From an optimization exercise on the open Yosys and OpenROAD flow, aimed at small area; shortcuts taken in it are not production practice.
In this exercise RTL edits were held to simulation tests only and were not proved equivalent to the original.
The flow treats the clock pin as an ideal source, which a real chip does not have.
No activity file was given, so power comes from the tool's default toggle rates.

before:
Design split_cache_top, start of the top module:
module split_cache_top (
    input  logic                 clk_i,
    input  logic                 rst_n_i,
    input  logic                 cmd_valid_i,
    input  logic [34:0]          cmd_i,
    output logic                 rsp_valid_o,
    output logic [7:0]           rsp_o,
    output logic [31:0]          stats_o
);
    localparam int TAG_W   = cache_pkg::TAG_W;
    localparam int D_WAYS  = cache_pkg::D_WAYS;
    localparam int I_WAYS  = cache_pkg::I_WAYS;
    localparam int D_AGE_W = $clog2(D_WAYS);
    localparam int I_AGE_W = $clog2(I_WAYS);
    logic                          d_lookup_en;
    logic                          i_lookup_en;
    logic [2:0]                    op;
    logic [TAG_W-1:0]              tag;
    logic [cache_pkg::NUM_SETS-1:0] set_sel;
    logic [D_WAYS*TAG_W-1:0]       d_tag_set;
    logic [D_WAYS*2-1:0]           d_mesi_set;
    logic [(D_WAYS-2)*D_AGE_W:0]   d_age_set;
    logic [D_WAYS-1:0]             d_tag_we;
    logic                          d_state_we;
    logic [D_WAYS*2-1:0]           d_mesi_wr;
    logic [(D_WAYS-2)*D_AGE_W:0]   d_age_wr;
    logic                          d_hit;
    logic [cache_pkg::WAY_W-1:0]   d_way;
    logic [1:0]                    d_mesi;
    logic                          d_victim_dirty;
    logic [I_WAYS*TAG_W-1:0]       i_tag_set;
    logic [I_WAYS*2-1:0]           i_mesi_set;
    logic [(I_WAYS-2)*I_AGE_W:0]   i_age_set;
    logic [I_WAYS-1:0]             i_tag_we;
    logic                          i_state_we;
    logic [I_WAYS*2-1:0]           i_mesi_wr;
    logic [(I_WAYS-2)*I_AGE_W:0]   i_age_wr;
    logic                          i_hit;
    logic [cache_pkg::WAY_W-1:0]   i_way;
  ...
==> flow/config.mk <==
export PLATFORM = sky130hd
export DESIGN_NAME = split_cache_top
export DESIGN_NICKNAME = split_cache_top
export VERILOG_FILES = /design/flow/design.v
export SDC_FILE = /design/flow/constraint.sdc
export NUM_CORES = 4
export LEC_CHECK = 0
export CAP_MARGIN = 10
export CORE_MARGIN = 2
export CORE_UTILIZATION = 65
export PLACE_DENSITY = 0.75
export SLEW_MARGIN = 10
==> flow/constraint.sdc <==
create_clock -name core_clock -period 12.0 [get_ports {clk_i}]
set_input_delay 2.4000 -clock core_clock [delete_from_list [all_inputs] [get_ports {clk_i}]]
set_output_delay 2.4000 -clock core_clock [all_outputs]
set_load 0.01 [all_outputs]
standard.sh (not shown) runs the stock make flow with config.mk's settings and CLKGATE_MAP_FILE= SYNTH_SCRIPT=/design/flow/synth_recipe.tcl, a recipe that flattens the netlist after the stock synthesis.
==> flow/flow/run.sh <==
#!/bin/bash
# Standard layout with three changes:
#  - synthesis maps the logic with an area-oriented ABC script (flow/abc_speed.script
#    replaces ORFS's); registers are mapped exactly as in the standard synthesis;
#  - clock tree synthesis uses clkbuf_8 in clusters of at most 20 sinks and no dummy loads;
#  - after clock tree synthesis, flow/post_cts.tcl upsizes the clock buffers whose
#    flip-flop clock pins have a slow slew.
set -euo pipefail
rm -rf orfs_scripts
cp -r "$FLOW_HOME/scripts" orfs_scripts
cp flow/abc_speed.script orfs_scripts/abc_speed.script
export SCRIPTS_DIR="$PWD/orfs_scripts"
export CTS_ARGS="-sink_clustering_enable -repair_clock_nets -dont_use_dummy_load -buf_list sky130_fd_sc_hd__clkbuf_8 -sink_clustering_size 20 -sink_clustering_max_diameter 50"
export POST_CTS_TCL="$PWD/flow/post_cts.tcl"
bash standard.sh finish > standard.log 2>&1
==> flow/flow/abc_speed.script <==
&get -n
&st
&dch -f
&nf -R 1000 -a -A 8 -F 8
&put
==> flow/flow/post_cts.tcl <==
# Upsize the clock buffers that drive flip-flop clock pins with a slow slew,
# then legalize the placement again.
proc my_slow_clk_drivers { limit } {
  set drivers [dict create]
  foreach pin [get_pins -hierarchical */CLK] {
    set s [get_property $pin slew_max]
    if { $s > $limit } {
      set net [get_nets -of_objects $pin]
      foreach d [get_pins -of_objects $net -filter "direction==output"] {
        dict set drivers [get_full_name [get_cells -of_objects $d]] 1
      }
    }
  }
  return [dict keys $drivers]
}
set my_clk_slew_target 0.100
for { set i 0 } { $i < 3 } { incr i } {
  estimate_parasitics -placement
  set slow [my_slow_clk_drivers $my_clk_slew_target]
  puts "post-CTS clock slew pass $i: [llength $slow] slow drivers"
  if { [llength $slow] == 0 } { break }
  foreach inst $slow {
    set master [get_property [get_cells $inst] ref_name]
    set bigger ""
    if { $master eq "sky130_fd_sc_hd__clkbuf_4" } { set bigger sky130_fd_sc_hd__clkbuf_8 }
    if { $master eq "sky130_fd_sc_hd__clkbuf_8" } { set bigger sky130_fd_sc_hd__clkbuf_16 }
    if { $bigger ne "" } {
      puts "  $inst $master -> $bigger"
      replace_cell $inst $bigger
    }
  }
  detailed_placement
}
estimate_parasitics -placement
Every stage of the flow completed for before, and the final layout passed the timing, design-rule and antenna checks.
diff inputs: before => after
==> flow/flow/run.sh <==
#!/bin/bash
# Standard layout with four changes:
#  - synthesis maps the logic with an area-oriented ABC script (flow/abc_speed.script
#    replaces ORFS's); registers are mapped exactly as in the standard synthesis;
#  - the ports are buffered with buf_1;
#  - clock tree synthesis uses clkbuf_4 in clusters of at most 10 sinks (clkbuf_8 higher
#    up the tree) and no dummy loads;
#  - after clock tree synthesis, flow/post_cts.tcl upsizes the clock buffers whose
#    flip-flop clock pins have a slow slew.
set -euo pipefail
rm -rf orfs_scripts
cp -r "$FLOW_HOME/scripts" orfs_scripts
cp flow/abc_speed.script orfs_scripts/abc_speed.script
export SCRIPTS_DIR="$PWD/orfs_scripts"
export BUFFER_PORTS_ARGS="-buffer_cell sky130_fd_sc_hd__buf_1"
export CTS_ARGS="-sink_clustering_enable -repair_clock_nets -dont_use_dummy_load -buf_list {sky130_fd_sc_hd__clkbuf_4 sky130_fd_sc_hd__clkbuf_8} -sink_clustering_buffer sky130_fd_sc_hd__clkbuf_4 -sink_clustering_size 10 -sink_clustering_max_diameter 30"
export POST_CTS_TCL="$PWD/flow/post_cts.tcl"
bash standard.sh finish > standard.log 2>&1
Findings:
- Sum of internal, switching and leakage power ends up higher on before.
- Combined global-route utilization of all metal layers, after and before: larger value in after
- Changes observed in after relative to before: cell depth of the worst setup path shows a reduction of 1, final setup slack of the worst path shows a reduction of 32 ps, combinational power share shows an increase of 0.2 points.

-- port drivers added, routing unchanged --
No port has a modelled driver above. Below, the same layouts with a new extraction and two added sets of constraints. Step 1, drivers: a clkbuf_16 drives clk_i and a buf_2 each remaining input, both assumed. Step 2 also shifts input and output timing later by t, the mid clock arrival at the registers, as if the neighbouring blocks saw the same clock. Three values: no drivers, after step 1, after step 2; two values: the first two.
| run | t, ns | setup WS [ns] | pins driven straight from the clock port |
|---|---|---|---|
| before | 1.177 | 2.015 / 2.015 / 2.015 | 1 |
| after | 1.284 | 1.983 / 1.983 / 1.983 | 1 |
After both steps every run listed still meets setup and hold.
